Background: an optimization exercise with open tools, aiming at small area, a short achievable clock period and few clock cycles per item. Do not read the settings as production practice.
The RTL was checked by simulation tests, not by an equivalence proof against the original design.
Power and IR drop assume default switching activity.

==> design/flow/design.v <==
module fp_mult_stream #(
    parameter int WIDTH      = 32,
    parameter int INT_WIDTH  = 16,
    parameter int FRAC_WIDTH = 16,
    parameter int SIGNED     = 1,
    parameter int STAGES     = 3,
    parameter int ROUND      = 1
) (
    input  logic              clk,
    input  logic              reset,
    input  logic              in_valid,
    output logic              in_ready,
    input  logic [WIDTH-1:0]  left,
    input  logic [WIDTH-1:0]  right,
    output logic              out_valid,
    input  logic              out_ready,
    output logic [WIDTH-1:0]  out,
    output logic              ovf
);
    localparam int PW = 2 * WIDTH;
    localparam int UW = PW - FRAC_WIDTH - WIDTH + 1;
    localparam logic [PW:0] ROUND_ADD =
        (ROUND != 0) ? ((PW + 1)'(1) << (FRAC_WIDTH - 1)) : '0;
    logic              adv;
    logic [STAGES:1]   valid_q;
    logic [WIDTH-1:0]  left_q;
    logic [WIDTH-1:0]  right_q;
    logic [PW-1:0]     prod_q [2:STAGES];
    logic [PW-1:0]     left_ext;
    logic [PW-1:0]     right_ext;
    logic [PW-1:0]     prod_full;
    logic              sign_ext;
    logic [PW:0]       rounded;
    logic [WIDTH-1:0]  slice;
    logic [UW-1:0]     upper;
    logic              ovf_c;
    logic [WIDTH-1:0]  out_c;
    logic              unused_frac;
    assign adv       = ~valid_q[STAGES] | out_ready;
    assign in_ready  = adv;
    assign out_valid = valid_q[STAGES];
    always_comb begin
        left_ext  = (SIGNED != 0) ? {{WIDTH{left_q[WIDTH-1]}}, left_q}
                                  : {{WIDTH{1'b0}}, left_q};
        right_ext = (SIGNED != 0) ? {{WIDTH{right_q[WIDTH-1]}}, right_q}
                                  : {{WIDTH{1'b0}}, right_q};
        prod_full = left_ext * right_ext;
    end
    always_ff @(posedge clk) begin
        if (reset) begin
            valid_q <= '0;
            left_q  <= '0;
            right_q <= '0;
            for (int i = 2; i <= STAGES; i++) begin
                prod_q[i] <= '0;
            end
        end else if (adv) begin
            valid_q[1] <= in_valid;
            valid_q[STAGES:2] <= valid_q[STAGES-1:1];
            if (in_valid) begin
                left_q  <= left;
                right_q <= right;
            end
            prod_q[2] <= prod_full;
            for (int i = 3; i <= STAGES; i++) begin
                prod_q[i] <= prod_q[i-1];
            end
        end
    end
    always_comb begin
        sign_ext = (SIGNED != 0) & prod_q[STAGES][PW-1];
        rounded  = {sign_ext, prod_q[STAGES]} + ROUND_ADD;
        slice    = rounded[FRAC_WIDTH +: WIDTH];
        upper    = rounded[PW:FRAC_WIDTH+WIDTH];
        if (SIGNED != 0) begin
            ovf_c = (upper != {UW{slice[WIDTH-1]}});
        end else begin
            ovf_c = |upper;
        end
        if (ovf_c) begin
            if (SIGNED != 0) begin
                out_c = prod_q[STAGES][PW-1] ? {1'b1, {(WIDTH-1){1'b0}}}
                                             : {1'b0, {(WIDTH-1){1'b1}}};
            end else begin
                out_c = '1;
            end
        end else begin
            out_c = slice;
        end
    end
    assign unused_frac = ^rounded[FRAC_WIDTH-1:0];
    assign out         = out_c;
    assign ovf         = ovf_c;
endmodule
==> design/flow/run.sh <==
#!/bin/bash
# synth_recipe.tcl (not shown) runs the flow's synth.tcl, then flattens the netlist and writes it again
# the make line also repeats each setting of config.mk as NAME=value (left out here)
make -C /OpenROAD-flow-scripts/flow DESIGN_CONFIG=/design/flow/config.mk WORK_HOME=/design/flow/orfs CLKGATE_MAP_FILE= SYNTH_SCRIPT=/design/flow/synth_recipe.tcl finish
==> design/flow/config.mk <==
export PLATFORM = sky130hd
export DESIGN_NAME = fp_mult_stream
export DESIGN_NICKNAME = fp_mult_stream
export VERILOG_FILES = /design/flow/design.v
export SDC_FILE = /design/flow/constraint.sdc
export NUM_CORES = 4
export LEC_CHECK = 0
export CAP_MARGIN = 20
export CORE_MARGIN = 2
export CORE_UTILIZATION = 40
export SLEW_MARGIN = 20
==> design/flow/constraint.sdc <==
create_clock -name core_clock -period 10.0 [get_ports {clk}]
set_input_delay 2.0000 -clock core_clock [delete_from_list [all_inputs] [get_ports {clk}]]
set_output_delay 2.0000 -clock core_clock [all_outputs]
set_load 0.01 [all_outputs]
==> results.yml <==
logic_synthesis:
  synth_top_area_share_pct: 50.0
  syn_area_per_cell_sq_um: 8.98
  synth_sequential_area_ratio_pct: 7.63
  syn_inst: 4819
  synth-async-reset-ratio_pct: 0
  synth_ff_type: "sky130_fd_sc_hd__dfxtp_1"
  synth_commonest_cells: "sky130_fd_sc_hd__fa_1, sky130_fd_sc_hd__inv_1, sky130_fd_sc_hd__nand2_1"
  yosys.cell_count.top_type: "sky130_fd_sc_hd__fa_1"
  synth.ff_latch_count: 165
  synth_nets: 6149
  post_synth_edffs: 0
  synth.largest_area_cell: "sky130_fd_sc_hd__fa_1"
  syn-cell-area_sq_mm: 0.0433
  ys_types: 71
  ys_warn_count: 2
  synth.top_cells.by_area: "sky130_fd_sc_hd__fa_1, sky130_fd_sc_hd__inv_1, sky130_fd_sc_hd__dfxtp_1, sky130_fd_sc_hd__and2_1, sky130_fd_sc_hd__nand2_1"
clocking:
  post_cts_setup_bufs: 0
  holdBufCountCts: 0
  max-clock-path-buffers: 2
  cts_tree: "built"
  tritoncts.num_buffers: 17
  cts-resized-gates: 0
  clk_pin_slew_ns: 0.08
  cts-htree-levels: 4
  clockRootBuffer: "sky130_fd_sc_hd__clkbuf_16"
  clkLatencyLatePin_ns: 0.54
  clkSinkCount: 165
placement:
  dp_slack_ns: 0.844
  detailed_place_hpwl_um: 97300
  placement.io_buffers: 102
  globalplace.congestion: 0.906
flow_run:
  max_cap_violations: 0
die:
  core_region_area_sq_mm: 0.107
  fp.dieW_um: 333
  die_area_sq_mm: 0.111
  die-height_um: 333
  core.rowCount: 120
  initial_core_util_pct: 40.4
  ios: 103
setup_path:
  critical_path.endpoint_type: "register"
  critical_path_class: "reg -> reg"
  crit_required_ns: 10.41
  setup.worst_path.start_class: "register"
  worst-path-max-fanout: 21
  reg2reg_depth: 23
  arrival_ns: 9.63
  ff2ff_setup_slack_ns: 0.78
drt:
  met2RoutedLength_um: 62600
  antenna_violating_nets_post_route: 0
  wirelength_met1_um: 45300
  met3RoutedLength_um: 3840
  routed_wire_length_per_instance_um: 18.8
  drt_pre_antenna_iters: 6
  top_layer_used: "met4"
  totalWireLength_um: 116000
  post-route-drc-count: 0
  vias_per_cell: 5.11
  vias: 31600
  first_iter_violations: 1761
timing:
  max_freq_mhz: 109
  setup_tns_final_ns: 0
  tightest_pin_transition_ns: 1.13
  finalHoldViolCount: 0
  slew_viol_final: 0
  headroom_to_the_max_slew_limit_pct: 24.3
  rsz0062_at_grt: "false"
  setup_violations: 0
  fin_worst_skew_ns: 0.0327
  final_period_demand_of_the_worst_path_ns: 9.22
  layout_worst_path_cycle_share_pct: 92.2
  layout_setup_ws_ns: 0.784
power_and_ir_drop:
  static-leakage-power_nw: 22.6
  vdd_ir_drop_max_uv: 114
  cellPowerDensity_mw_per_mm2: 113
global_route:
  grt_remaining_overflow: 0
  grt_start_max_net_pins: 82
  initial_antenna_violation_count: 1
  groute.usage.overall_pct: 22.1
  wire_length_of_the_first_global_routing_pass_um: 191000
  first_global_vias: 34900
min_path:
  holdPathStages: 2
  holdCritPathClass: "reg -> reg"
finish:
  fill_cells: 10700
  proportion_of_layout_cells_with_a_drive_suffix_above_1_pct: 3.16
  area_growth_syn_to_layout_pct: 7.23
  final_nets: 6089
outcome:
  status: "no timing/DRC/antenna violations"
## cell type report
cell class	instances	area [sq um]	share of cell area [%]
clock buffers	18	439	0.946
inverters	975	3660	7.88
diodes	1	2.50	0.00539
well taps	1403	1760	3.78
clock inverters	14	185	0.399
multi-input cells	3396	35300	76.0
flip-flops and latches	165	3300	7.12
repair buffers	204	1800	3.88
## cells in the final DEF, fill, tap and decap left out, drive strengths merged, types with 3 or more instances in the layout
| cell type | netlist | layout |
|---|---|---|
| fa | 1081 | 1081 |
| inv | 974 | 982 |
| nand2 | 811 | 811 |
| and2 | 517 | 517 |
| a21oi | 214 | 214 |
| ha | 181 | 181 |
| dfxtp | 165 | 165 |
| buf | 15 | 103 |
| clkdlybuf4s50 | 0 | 101 |
| nor2 | 86 | 86 |
| o21ai | 57 | 57 |
| xnor2 | 48 | 48 |
| nand3 | 46 | 46 |
| nand4 | 38 | 38 |
| xor2 | 37 | 37 |
| mux2i | 35 | 35 |
| a21o | 30 | 30 |
| nor3 | 23 | 23 |
| clkbuf | 268 | 18 |
| a31oi | 17 | 17 |
| o211ai | 17 | 17 |
| a211oi | 15 | 15 |
| and3 | 13 | 13 |
| nor2b | 12 | 12 |
| or3 | 11 | 11 |
| o21bai | 11 | 11 |
| nand2b | 10 | 10 |
| o21a | 8 | 8 |
| and4 | 7 | 7 |
| nor4 | 7 | 7 |
| or4 | 5 | 5 |
| a21boi | 5 | 5 |
| clkinv | 1 | 5 |
| a2111oi | 4 | 4 |
| or3b | 4 | 4 |
| o2111ai | 4 | 4 |
| a211o | 3 | 3 |
| nand3b | 3 | 3 |
| o31ai | 3 | 3 |
## per-layer routing
layer	vias up	track usage (%)
li1	14100	-
met1	16700	25.9
met2	614	41.4
met3	172	2.36
met4	0	7.78
met5	-	0
## stage by stage
stage,hold WS [ns],cells,cell area (sq um),util (%),power [mW]
final,0.454,6176,46400,43.3,5.25
after global routing,0.472,6175,46400,43.3,5.75
after CTS,0.455,6174,46400,43.3,5.32
after detailed placement,0.445,6142,45800,42.7,4.53
after global placement,0.442,6141,45800,42.7,4.50
after floorplan,0.432,4819,43300,-,3.39
## worst max-delay path, cell delays in order (launching register included)
cell and delay (ns):
sky130_fd_sc_hd__dfxtp_1 0.94, sky130_fd_sc_hd__nand2_1 0.29, sky130_fd_sc_hd__inv_1 0.15, sky130_fd_sc_hd__fa_1 0.40, sky130_fd_sc_hd__inv_1 0.25, sky130_fd_sc_hd__fa_1 0.48
sky130_fd_sc_hd__inv_1 0.24, sky130_fd_sc_hd__fa_1 0.51, sky130_fd_sc_hd__fa_1 0.88, sky130_fd_sc_hd__inv_1 0.37, sky130_fd_sc_hd__fa_1 0.59, sky130_fd_sc_hd__inv_1 0.06
sky130_fd_sc_hd__fa_1 0.55, sky130_fd_sc_hd__fa_1 0.44, sky130_fd_sc_hd__fa_1 0.47, sky130_fd_sc_hd__ha_1 0.37, sky130_fd_sc_hd__a21o_1 0.20, sky130_fd_sc_hd__a31oi_1 0.21
sky130_fd_sc_hd__a21boi_0 0.28, sky130_fd_sc_hd__nand2_1 0.10, sky130_fd_sc_hd__or4_1 0.54, sky130_fd_sc_hd__and3_1 0.21, sky130_fd_sc_hd__or3_1 0.30, sky130_fd_sc_hd__a32o_1 0.25
## path summary, 6_finish.rpt
path	from	endpoint
worst max register to register	right_q[5]	prod_q[2][60]
worst min register to register	prod_q[2][32]	prod_q[2][32]
worst max-delay path	right_q[5]	prod_q[2][60]
worst min-delay path	prod_q[2][32]	prod_q[2][32]
## cell families after synthesis
group | Yosys count | synth area share, %
multiplexers | 36 | 0.835
buffers and inverters | 1258 | 11.0
flip-flops | 165 | 7.63
AND/OR/NAND/NOR | 1599 | 17.9
adder cells (fa/ha/maj) | 1262 | 55.2
XOR/XNOR | 85 | 1.72
AO/OA/AOI/OAI | 414 | 5.71
## registers in the layout, summed over array words and instances, names as in the netlist
name	flops
valid_q	3
right_q	32
left_q	32
prod_q	98
## power breakdown
| group | switching (mW) | internal, mW |
|---|---|---|
| Combinational | 2.08 | 1.44 |
| Clock | 0.367 | 0.388 |
| Sequential | 0.184 | 0.793 |
| Total | 2.63 | 2.62 |
Testbench counts, summed over its fixed seeds: cycles 16,024, items 16,000.

-- port drivers added, routing unchanged --
No port has a modelled driver above. Below, the same layout with a new extraction and two added sets of constraints.
Step 1 sets driving cells, clkbuf_16 on the clock port and buf_2 on the other inputs (assumed; they add their load-dependent delay and slew).
Step 2 also shifts input and output timing later by t, the mid clock arrival at the registers, as if the neighbouring blocks saw the same clock.
Slacks: ideal / step 1 / step 2; pairs: ideal / step 1.
t (ns): 0.596
slack for setup (ns): 0.784 / 0.784 / 0.784
worst setup path after step 2: register to register
cell pins on the clock port's net: 1
After both steps this run still meets setup and hold. The setup slack of this run moves by 0.000 ns with the drivers and by 0.000 ns with both steps.
